This design comes from an exercise in tuning for small area on the open sky130 flow, not from production work. Function was not checked in any run shown here: the RTL went through the layout flow alone. No activity file was given, so power comes from the tool's default toggle rates.

## flow/run.sh

```bash
#!/bin/bash
# synth_recipe.tcl (not shown) runs the flow's synth.tcl, then flattens the netlist and writes it again
# the make line also repeats each setting of config.mk as NAME=value (left out here)
make -C /OpenROAD-flow-scripts/flow DESIGN_CONFIG=/design/flow/config.mk WORK_HOME=/design/flow/orfs CLKGATE_MAP_FILE= SYNTH_SCRIPT=/design/flow/synth_recipe.tcl finish
```

## flow/config.mk

```make
export PLATFORM = sky130hd
export DESIGN_NAME = data_mem_bank
export DESIGN_NICKNAME = data_mem_bank
export VERILOG_FILES = /design/flow/design.v
export SDC_FILE = /design/flow/constraint.sdc
export NUM_CORES = 4
export LEC_CHECK = 0
export CAP_MARGIN = 20
export CORE_MARGIN = 2
export CORE_UTILIZATION = 50
export PLACE_DENSITY = 0.6
export SLEW_MARGIN = 20
export SYNTH_HIERARCHICAL = 1
```

## flow/constraint.sdc

```tcl
create_clock -name core_clock -period 5.0 [get_ports {CLK}]
set_input_delay 1.0000 -clock core_clock [delete_from_list [all_inputs] [get_ports {CLK}]]
set_output_delay 1.0000 -clock core_clock [all_outputs]
set_load 0.01 [all_outputs]
```

## flow/design.v

```verilog
package data_mem_pkg;
  typedef enum logic {S_CLEAR, S_IDLE} mem_state_t;
  localparam logic [63:0] CLR_VAL_DEFAULT = '0;
endpackage
module data_mem_bit (
  input  logic clk_i,
  input  logic sel_i,
  input  logic hold_i,
  input  logic d_i,
  output logic q_o
);
  always_ff @(posedge clk_i) begin
    q_o <= (sel_i & d_i) | (hold_i & q_o);
  end
endmodule
module data_mem_rd3 (
  input  logic [2:0] sel_i,
  input  logic [2:0] d_i,
  output logic       y_no
);
  assign y_no = ~|(sel_i & d_i);
endmodule
module data_mem_array #(
  parameter int unsigned AW = 8,
  parameter int unsigned DW = 8
) (
  input  logic          clk_i,
  input  logic          clr_i,
  input  logic [DW-1:0] clr_val_i,
  input  logic          we_i,
  input  logic [AW-1:0] addr_i,
  input  logic [DW-1:0] wdata_i,
  output logic [DW-1:0] rdata_o
);
  localparam int unsigned NW = 1 << AW;
  localparam int unsigned LW = AW / 2;         
  localparam int unsigned HW = AW - LW;
  localparam int unsigned NG = (NW + 2) / 3;   
  logic [DW-1:0]       mem_q [NW];
  logic [(1<<LW)-1:0]  lo_sel;
  logic [(1<<HW)-1:0]  hi_sel;
  logic [3*NG-1:0]     sel;
  logic [DW-1:0]       wd;
  always_comb begin
    for (int k = 0; k < (1 << LW); k++) begin
      lo_sel[k] = clr_i | (addr_i[LW-1:0] == LW'(k));
    end
    for (int j = 0; j < (1 << HW); j++) begin
      hi_sel[j] = clr_i | (addr_i[AW-1:LW] == HW'(j));
    end
  end
  for (genvar i = 0; i < 3 * NG; i++) begin : g_sel
    if (i < NW) begin : g_word
      assign sel[i] = hi_sel[i >> LW] & lo_sel[i % (1 << LW)];
    end else begin : g_pad
      assign sel[i] = 1'b0;
    end
  end
  for (genvar i = 0; i < NW; i++) begin : g_word
    for (genvar b = 0; b < DW; b++) begin : g_bit
      data_mem_bit u_bit (
        .clk_i (clk_i),
        .sel_i (sel[i]),
        .hold_i(~sel[i]),
        .d_i   (wd[b]),
        .q_o   (mem_q[i][b])
      );
    end
  end
  for (genvar b = 0; b < DW; b++) begin : g_rd
    logic [3*NG-1:0] col;
    logic [NG-1:0]   part_n;
    for (genvar i = 0; i < 3 * NG; i++) begin : g_col
      if (i < NW) begin : g_word
        assign col[i] = mem_q[i][b];
      end else begin : g_pad
        assign col[i] = 1'b0;
      end
    end
    for (genvar g = 0; g < NG; g++) begin : g_slice
      data_mem_rd3 u_rd3 (
        .sel_i(sel[3*g +: 3]),
        .d_i  (col[3*g +: 3]),
        .y_no (part_n[g])
      );
    end
    assign rdata_o[b] = ~&part_n;
  end
  assign wd = clr_i ? clr_val_i : (we_i ? wdata_i : rdata_o);
endmodule
module data_mem_bank #(
  parameter int unsigned   AW       = 8,
  parameter int unsigned   DW       = 8,
  parameter bit            REG_READ = 1'b1,
  parameter logic [DW-1:0] CLR_VAL  = DW'(data_mem_pkg::CLR_VAL_DEFAULT)
) (
  input  logic          CLK,
  input  logic          RST_N,
  input  logic [AW-1:0] DataAddress,
  input  logic          ReadMem,
  input  logic          WriteMem,
  input  logic [DW-1:0] DataIn,
  input  logic          ClearMem,
  output logic [DW-1:0] DataOut,
  output logic          Busy,
  output logic          AccessErr
);
  logic          busy_q;
  logic [AW-1:0] clr_ptr_q;
  logic          access_err_q;
  logic [DW-1:0] rd_data;
  always_ff @(posedge CLK or negedge RST_N) begin
    if (!RST_N) begin
      busy_q       <= 1'b1;
      clr_ptr_q    <= '0;
      access_err_q <= 1'b0;
    end else begin
      access_err_q <= (ReadMem | WriteMem) & busy_q;
      if (busy_q) begin
        clr_ptr_q <= clr_ptr_q + AW'(1);
        if (clr_ptr_q == '1) busy_q <= 1'b0;
      end else if (ClearMem) begin
        busy_q    <= 1'b1;
        clr_ptr_q <= '0;
      end
    end
  end
  assign Busy      = busy_q;
  assign AccessErr = access_err_q;
  data_mem_array #(
    .AW(AW),
    .DW(DW)
  ) u_array (
    .clk_i    (CLK),
    .clr_i    (busy_q),
    .clr_val_i(CLR_VAL),
    .we_i     (WriteMem),
    .addr_i   (DataAddress),
    .wdata_i  (DataIn),
    .rdata_o  (rd_data)
  );
  if (REG_READ) begin : g_reg_read
    logic [DW-1:0] dout_q;
    always_ff @(posedge CLK or negedge RST_N) begin
      if (!RST_N) begin
        dout_q <= '0;
      end else if (!busy_q && ReadMem) begin
        dout_q <= WriteMem ? DataIn : rd_data;
      end
    end
    assign DataOut = dout_q;
  end else begin : g_comb_read
    assign DataOut = rd_data;
  end
endmodule
```

==> key figures, run 1 <==
Run status
  – Status: finished with violations
  – Violated checks: negative setup slack

Pwr
  – Net Sw Power: 9.99 mW
  – Max VDD drop: around 470 µV
  – Sequential share of power: ~48%
  – Pwr Density: 427 mW/mm²
  – Clock power share: 40.5%
  – Int Pwr: 29.5 mW
  – Comb power frac: between 10% and 20%
  – Static Leakage: 38.5 nW
  – Switching Share: 25.3%

Clock network
  – Worst-skew pair later-pin latency: 0.84 ns
  – Post-cts hold buffer count: 0
  – CTS tree: built
  – Max clock buf depth: 3
  – Num Clock Sinks: 2066
  – Clock-pin slew on the worst setup and hold paths: 0.06 ns
  – Total CTS buffers: 207
  – Root buffer cell: clkbuf_16
  – H-tree levels: 4

Timing
  – Fin Setup TNS: -17.65 ns
  – Max Fclk: 0.194 GHz
  – Final critical path time including I/O delays and setup: 5.15 ns
  – Tcrit/Tclk final: 103%
  – Clk_skew: 0.0245 ns
  – # setup viols final: 258
  – Unrepaired setup endpoints after global routing: true
  – Final hold vios: 0
  – Worst slew margin: 31.4%
  – Max Transition Viols Final: 0
  – PnR worst setup slack: -0.150 ns
  – Worst-Margin Slew: 1.03 ns

Synth
  – Post-synth ARST share: 0.871%
  – Average cell area after synthesis: 12.1 µm²
  – Seq cells post-synth: roughly 2100
  – Syn Std Cell Area: 0.0722 mm²
  – Yosys warns: 10
  – Post-synthesis cell count: 5979
  – Yosys cell types: 37
  – Ys flop type: dfxtp_1
  – Seq/Total Area, Yosys: 57.4%
  – Post-synth EDFFs: 0

Place
  – Final HPWL DP: 189 mm
  – RD Place Congestion: 0.969
  – IO Port Bufs: 30
  – Placed Area: roughly 0.085 mm²

Detailed routing
  – Via count: 65300
  – Drt pass-1 iters: 9
  – Residual DRC count: 0
  – Antenna viol nets, final: 0
  – Final WL: approximately 270 mm
  – Vias/cell: 6.84
  – Routed len/inst: around 29 µm
  – 1st-iter DRT viols: 11200

Setup path
  – Cells on worst reg2reg path: 14
  – CP Capture Type: register
  – CP arrival: 5.87 ns
  – Family with the most delay on the worst path: simple AND/OR/NAND/NOR gates
  – Critical Path Slowest Stage Cell: nor4_1
  – Buffers and inverters on the worst path: 6
  – Worst Path Class, Setup: register to register
  – Critical Path RT: 5.72 ns
  – Register-to-register setup slack: -0.15 ns
  – CP max stage delay: between 0.5 and 0.6 ns
  – CP startpoint kind: register
  – CP max FO: 64
  – Stages on worst setup path: 14
  – Cell Chain, Critical Path: inv_2 > nand2_2 > buf_12 > buf_4 > nand2_1 > inv_2 > buf_4 > a222oi_1 > nand4_1 > nor4_1 > and4_1 > a21oi_4 > buf_12 > a22o_1

Global routing
  – First-pass GRT wire length: between 400 and 500 mm
  – Largest net degree at the start of global routing: 86
  – Initial antenna violation count: 13
  – Total track usage: between 30% and 40%
  – Grt total ovfl: 0
  – Vias in the first global route: between 60000 and 70000

Die
  – FP Rows: 139
  – Core area: 0.143 mm²
  – Overall die height: 384 µm
  – Starting density of the core: roughly half
  – Die area: approximately 0.15 mm²
  – Io pins: 31
  – DIE WIDTH: between 300 and 400 µm

Cells and area
  – Final net count: 7482
  – Area Growth Syn to Fin: 28.2%
  – Layout cells sized above 1: between 20% and 30%
  – Final Cell Area: around 0.09 mm²
  – Most frequent cells in the layout: a22o_1 (2048), dfxtp_1 (2048), buf_4 (1168)
  – Post-route core utilization: 64.5%

Hold path
  – Hold path cells: 1
  – Min-delay worst type: register to register

Job
  – Max Cap Viol: 0
==> power by group through the flow <==
stage,Clock (mW),Sequential (mW),Combinational [mW]
floorplan,0,19.0,2.65
global placement,0,19.2,4.36
detailed placement,0,19.2,4.45
CTS,16.2,18.9,4.47
global route,16.8,19.1,4.82
finish,16.0,19.0,4.55
==> synth_stat cells (3+ instances only) <==
master    number  area share (%)
nor4_1        80            0.69
o22ai_1        7           0.061
nand2_2        7           0.061
mux2i_1        9            0.12
and4_1        16            0.19
nor2_1        22            0.11
and2b_1        8           0.083
nand2_1      326             1.7
dfxtp_1     2048              57
buf_4         30            0.31
a222oi_1     688             9.5
a21oi_1        9           0.062
inv_1        257             1.3
and3_1         8           0.069
o211ai_1       3           0.031
dfrtp_1       17            0.59
a22o_1      2048              25
o21ai_0       12           0.083
nand2b_1       4           0.035
buf_2          9           0.062
nand4_1      330             2.9
o31ai_1        3           0.031
nand3_1       22            0.15
==> per-module statistics from Yosys (local to each module, per instance), a selection <==
| module | flip-flops and latches | copies in the design | area, µm² |
|---|---|---|---|
| data_mem_bit | 1 | 2048 | 28.8 |
| data_mem_rd3 | 0 | 688 | 10.0 |
| data_mem_bank | 18 | 1 | 872 |
==> registers in the layout (all words and copies together), names as in the netlist <==
name,flops
busy_q,1
g_reg_read.dout_q,8
access_err_q,1
u_array.g_word.g_bit.u_bit.q_o,2048
clr_ptr_q,8
==> logic make-up after synthesis <==
family	synth area share (%)
multiplexers	0.125
other	0.0104
AND/OR/NAND/NOR	6.02
flip-flops	57.4
XOR/XNOR	0.0243
adder cells (fa/ha/maj)	0.0173
AO/OA/AOI/OAI	34.7
buffers and inverters	1.71
==> per-stage QoR <==
| stage | power, mW | std cells | hold WS, ns | setup WS [ns] |
|---|---|---|---|---|
| after global placement | 23.6 | 9152 | 0.450 | -0.723 |
| after CTS | 39.6 | 9532 | 0.471 | 0.00215 |
| after detailed placement | 23.7 | 9152 | 0.452 | -0.736 |
| after global routing | 40.7 | 9534 | 0.480 | -0.0369 |
| final | 39.5 | 9535 | 0.467 | -0.150 |
| after floorplan | 21.6 | 6017 | 0.438 | -1.03 |
==> repair_timing <==
item                                    in CTS  in global routing
gates resized for setup                      0                  2
buffers inserted                             0                  2
endpoints found under the setup margin       0                362
==> worst register-to-register path, cell delays in order (launching register included) <==
cell,delay [ns]
dfstp_2,0.50
inv_2,0.49
nand2_2,0.46
buf_12,0.33
buf_4,0.18
nand2_1,0.09
inv_2,0.11
buf_4,0.18
a222oi_1,0.54
nand4_1,0.29
nor4_1,0.57
and4_1,0.46
a21oi_4,0.23
buf_12,0.30
a22o_1,0.33
==> area by class of cell <==
class	count	area, µm²
clock buffers	304	6060
multi-input cells	3655	29900
repair buffers	1273	10600
well taps	1903	2380
inverters	257	1180
diodes	1	2.50
fillers	11500	50900
flip-flops and latches	2066	41500
clock inverters	76	1000
==> final timing paths <==
kind	start	end
worst max register to register	busy_q$_DFF_PN1_	u_array.g_word[102].g_bit[7].u_bit.q_o$_DFF_P_
min in group asynchronous	RST_N	access_err_q$_DFF_PN0_
worst min-delay path	u_array.g_word[241].g_bit[7].u_bit.q_o$_DFF_P_	u_array.g_word[241].g_bit[7].u_bit.q_o$_DFF_P_
worst min register to register	u_array.g_word[241].g_bit[7].u_bit.q_o$_DFF_P_	u_array.g_word[241].g_bit[7].u_bit.q_o$_DFF_P_
worst max-delay path	busy_q$_DFF_PN1_	u_array.g_word[102].g_bit[7].u_bit.q_o$_DFF_P_
max in group asynchronous	RST_N	busy_q$_DFF_PN1_
==> per-layer routing <==
metal	up-vias	track usage (%)	part of all wire [%]
met1	32500	53.1	44
met5	-	0	0.028
met4	12	11.9	3.5
met2	3484	51.1	42
met3	469	8.15	10
li1	28800	-	-
==> run 2: changes to the inputs <==
--- a/flow/config.mk
+++ b/flow/config.mk
@@ -10,2 +10,3 @@
 export CORE_UTILIZATION = 50
+export CTS_BUF_LIST = sky130_fd_sc_hd__clkbuf_4 sky130_fd_sc_hd__clkbuf_8
 export PLACE_DENSITY = 0.6
==> run 2 against run 1 <==
Sequential share of layout area about the same. Critical path type unchanged. Hold slack lost 0.071 ns. Die area did not move. Sequential cell count is the same. Cell area about the same. Clock-buffer cell count increased by 246. Highest routed layer unchanged. The run now finishes clean.
==> key figures, run 2 <==
Run status
  – Status: no timing/DRC/antenna violations

Setup path
  – Family with the most delay on the worst path: simple AND/OR/NAND/NOR gates
  – CP startpoint kind: register
  – CP max stage delay: 0.55 ns (-0.02 ns)
  – CP Capture Type: register
  – Worst Path Class, Setup: register to register
  – CP max FO: 64 (unchanged)
  – CP arrival: 5.77 ns (-0.10 ns)
  – Critical Path RT: 5.87 ns (+0.15 ns)
  – Cell Chain, Critical Path: inv_4 > nand2_2 > buf_12 > buf_4 > nand2_1 > inv_2 > buf_4 > a222oi_1 > nand4_1 > nor4_1 > and4_1 > a21oi_4 > buf_12 > a22o_1
  – Buffers and inverters on the worst path: 6 (unchanged)
  – Critical Path Slowest Stage Cell: nor4_1

Global routing
  – Total track usage: 36.0% (+0.17 points)
  – Largest net degree at the start of global routing: 86 (unchanged)
  – First-pass GRT wire length: 405 mm (+0.59%)
  – Grt total ovfl: 0 (unchanged)
  – Vias in the first global route: 61200 (+1.6%)
  – Initial antenna violation count: 18 (+5)

Synth
  – Post-synth top area cell: dfxtp_1
  – Post-synth ARST share: 0.871% (unchanged)
  – Seq/Total Area, Yosys: 57.4% (unchanged)
  – Post-synthesis cell count: 5979 (unchanged)
  – Top cell type's share of synthesized area: 56.8% (unchanged)
  – Seq cells post-synth: 2066 (unchanged)
  – Syn Std Cell Area: 0.0722 mm² (unchanged)
  – Top cells by area, synth: dfxtp_1 (57%), a22o_1 (25%), a222oi_1 (9.5%), nand4_1 (2.9%), nand2_1 (1.7%)
  – Synth top cells by count: a22o_1 (2048), dfxtp_1 (2048), a222oi_1 (688)
  – Post-synth EDFFs: 0 (unchanged)
  – Yosys warns: 10 (unchanged)
  – Ys flop type: dfxtp_1
  – Yosys cell types: 37 (unchanged)
  – Average cell area after synthesis: 12.1 µm² (unchanged)

Place
  – RD Place Congestion: 0.969 (unchanged)
  – Final HPWL DP: 189 mm (unchanged)
  – Dpl cells: 9152 (unchanged)
  – IO Port Bufs: 30 (unchanged)

Pwr
  – Int Pwr: 29.0 mW (-1.9%)
  – Comb power frac: 11.7% (+0.2 points)
  – Max VDD drop: 318 µV (-32%)
  – Net Sw Power: 9.96 mW (-0.25%)
  – Total power: 38.9 mW (-1.5%)
  – Static Leakage: 38.9 nW (+0.87%)
  – Sequential share of power: 48.7% (+0.7 points)
  – Pwr Density: 420 mW/mm² (-1.5%)
  – Switching Share: 25.6% (+0.31 points)
  – Clock power share: 39.6% (-0.9 points)

Job
  – Max Cap Viol: 0 (unchanged)

Cells and area
  – Area Growth Syn to Fin: 28.2% (about the same)
  – Top reg by flops: u_array.g_word.g_bit.u_bit.q_o
  – Max FFs per register: 2048 (unchanged)
  – Layout cells sized above 1: 26.9% (+2.6 points)
  – Most frequent cells in the layout: a22o_1 (2048), dfxtp_1 (2048), buf_4 (1167)
  – FF/Latch Area: 0.0415 mm² (unchanged)
  – Filler Cell Count: 11600 (+0.87%)
  – Largest regs: u_array.g_word.g_bit.u_bit.q_o x2048, clr_ptr_q x8, g_reg_read.dout_q x8
  – Final net count: 7622 (+1.9%)
  – Multi-input gate area: 0.0299 mm² (about the same)
  – Non-Filler Instances: 9746 (+2.2%)

Timing
  – Unrepaired setup endpoints after global routing: false
  – Tcrit/Tclk final: 98.0% (-5.0 points)
  – Max Fclk: 0.204 GHz (+5.1%)
  – Clk_skew: 0.0383 ns (+0.0138 ns)
  – Worst slew margin: 33.9% (+2.5 points)
  – Final critical path time including I/O delays and setup: 4.90 ns (-0.252 ns)
  – # setup viols final: 0 (-100%)
  – Max Transition Viols Final: 0 (unchanged)
  – Worst-Margin Slew: 0.991 ns (-0.0379 ns)
  – Final hold vios: 0 (unchanged)

Detailed routing
  – Final WL: 276 mm (+0.60%)
  – Vias/cell: 6.79 (-0.82%)
  – 1st-iter DRT viols: 11000 (-1.4%)
  – Routed len/inst: 28.4 µm (-1.6%)
  – Drt pass-1 iters: 13 (+4)
  – Residual DRC count: 0 (unchanged)
  – Antenna viol nets, final: 0 (unchanged)
  – Via count: 66200 (+1.4%)

Die
  – DIE WIDTH: 384 µm (unchanged)
  – Starting density of the core: 50.3% (unchanged)
  – Io pins: 31 (unchanged)
  – Die area: 0.148 mm² (unchanged)
  – FP Rows: 139 (unchanged)
  – Overall die height: 384 µm (unchanged)
  – Core area: 0.143 mm² (unchanged)

Clock network
  – H-tree levels: 5 (+1)
  – Root buffer cell: clkbuf_8
  – Worst-skew pair later-pin latency: 1.01 ns (+0.17 ns)
  – CTS tree: built
  – Clock-pin slew on the worst setup and hold paths: 0.06 ns (about the same)
  – Num Clock Sinks: 2066 (unchanged)
  – Total CTS buffers: 348 (+68%)
  – Max clock buf depth: 4 (+1)

Hold path
  – Min-delay worst type: input pin to async pin
-- run 2: metal layers --
layer,global-route usage (%),share of wire [%],vias to the layer above
met1,53.4,44,32800
met2,50.8,41,3654
met4,13.1,3.7,18
met3,7.96,11,544
met5,0.682,0.090,-
li1,-,-,29100
-- run 2: per-module statistics from Yosys (local to each module, per instance), a selection --
module | flip-flops and latches | cells
data_mem_rd3 | 0 | 1
data_mem_bank | 18 | 80
data_mem_bit | 1 | 2
-- run 2: timing repair --
action | CTS | global route
setup endpoints to repair | 0 | 424
setup buffers | 0 | 1
hold buffers | 0 | 0
gates resized for setup | 0 | 3
-- run 2: final cells by class --
| cell class | count | share of cell area, % |
|---|---|---|
| antenna | 4 | 0.0108 |
| clock buffer | 550 | 7.40 |
| clock inverter | 39 | 0.255 |
| inverter | 257 | 1.27 |
| multi-input combinational | 3655 | 32.3 |
| sequential | 2066 | 44.8 |
| tap | 1903 | 2.57 |
| timing repair buffer | 1272 | 11.4 |
-- run 2: power groups by stage --
stage                     Sequential (mW)  Clock [mW]  Combinational [mW]
after detailed placement             19.2           0                4.45
after global routing                 19.1        16.4                4.81
after CTS                            18.9        15.6                4.47
after global placement               19.2           0                4.36
after floorplan                      19.0           0                2.65
final                                19.0        15.4                4.54
-- run 2: per-stage QoR --
| stage | util, % | hold WS (ns) | TNS [ns] | worst slack (ns) | instance area, µm² |
|---|---|---|---|---|---|
| after floorplan | - | 0.438 | -1972.28 | -1.03 | 72800 |
| after global placement | 59.6 | 0.450 | -942.13 | -0.723 | 85500 |
| after detailed placement | 59.6 | 0.452 | -969.04 | -0.736 | 85500 |
| after CTS | 64.5 | 0.347 | 0 | 0.0196 | 92600 |
| after global routing | 64.5 | 0.385 | 0 | 0.104 | 92600 |
| final | 64.5 | 0.396 | 0 | 0.102 | 92600 |
-- run 2: worst paths after layout --
path	start	to	slack, ns	depth (start not counted)
max	busy_q$_DFF_PN1_	u_array.g_word[143].g_bit[7].u_bit.q_o$_DFF_P_	0.10	14
min	RST_N	g_reg_read.dout_q[6]$_DFFE_PN0P_	0.40	2
max reg2reg	busy_q$_DFF_PN1_	u_array.g_word[143].g_bit[7].u_bit.q_o$_DFF_P_	0.10	14
min reg2reg	u_array.g_word[138].g_bit[1].u_bit.q_o$_DFF_P_	u_array.g_word[138].g_bit[1].u_bit.q_o$_DFF_P_	0.47	1
max in group asynchronous	RST_N	busy_q$_DFF_PN1_	4.26	2
min in group core_clock	u_array.g_word[138].g_bit[1].u_bit.q_o$_DFF_P_	u_array.g_word[138].g_bit[1].u_bit.q_o$_DFF_P_	0.47	1
-- run 2: kinds of logic after synthesis --
group	share of synthesized area (%)
flops	57.4
compound gates	34.7
buf+inv	1.71
simple gates	6.02
other cells	0.0104
xor+xnor	0.0243
mux	0.125
fa+ha+maj	0.0173

[afterwards: timing with drivers on the ports]
The results above use ideal ports. As a check the final layouts listed here were re-extracted and re-timed, cells and wires unchanged.
Step 1 assumes that a clkbuf_16 drives the clock port and a buf_2 every other input.
Step 2 also shifts input and output timing later by t, the mid clock arrival at the registers, as if the neighbouring blocks saw the same clock.
Three values: no drivers, after step 1, after step 2; two values: the first two.
run | t, ns | slack for setup (ns) | worst setup path after step 2 | worst slew at a driven data input, ns | cell pins on the clock port's net
run 1 | 0.923 | -0.150 / -0.150 / -0.882 | input to register | 0.13 | 1
run 2 | 1.067 | 0.102 / 0.102 / -0.918 | input to register | 0.14 | 1
With both steps, setup timing fails in run 2, where it was met with ideal ports. The setup slack of run 2, which loses most, moves by 0.000 ns with the drivers and by -1.020 ns with both steps.
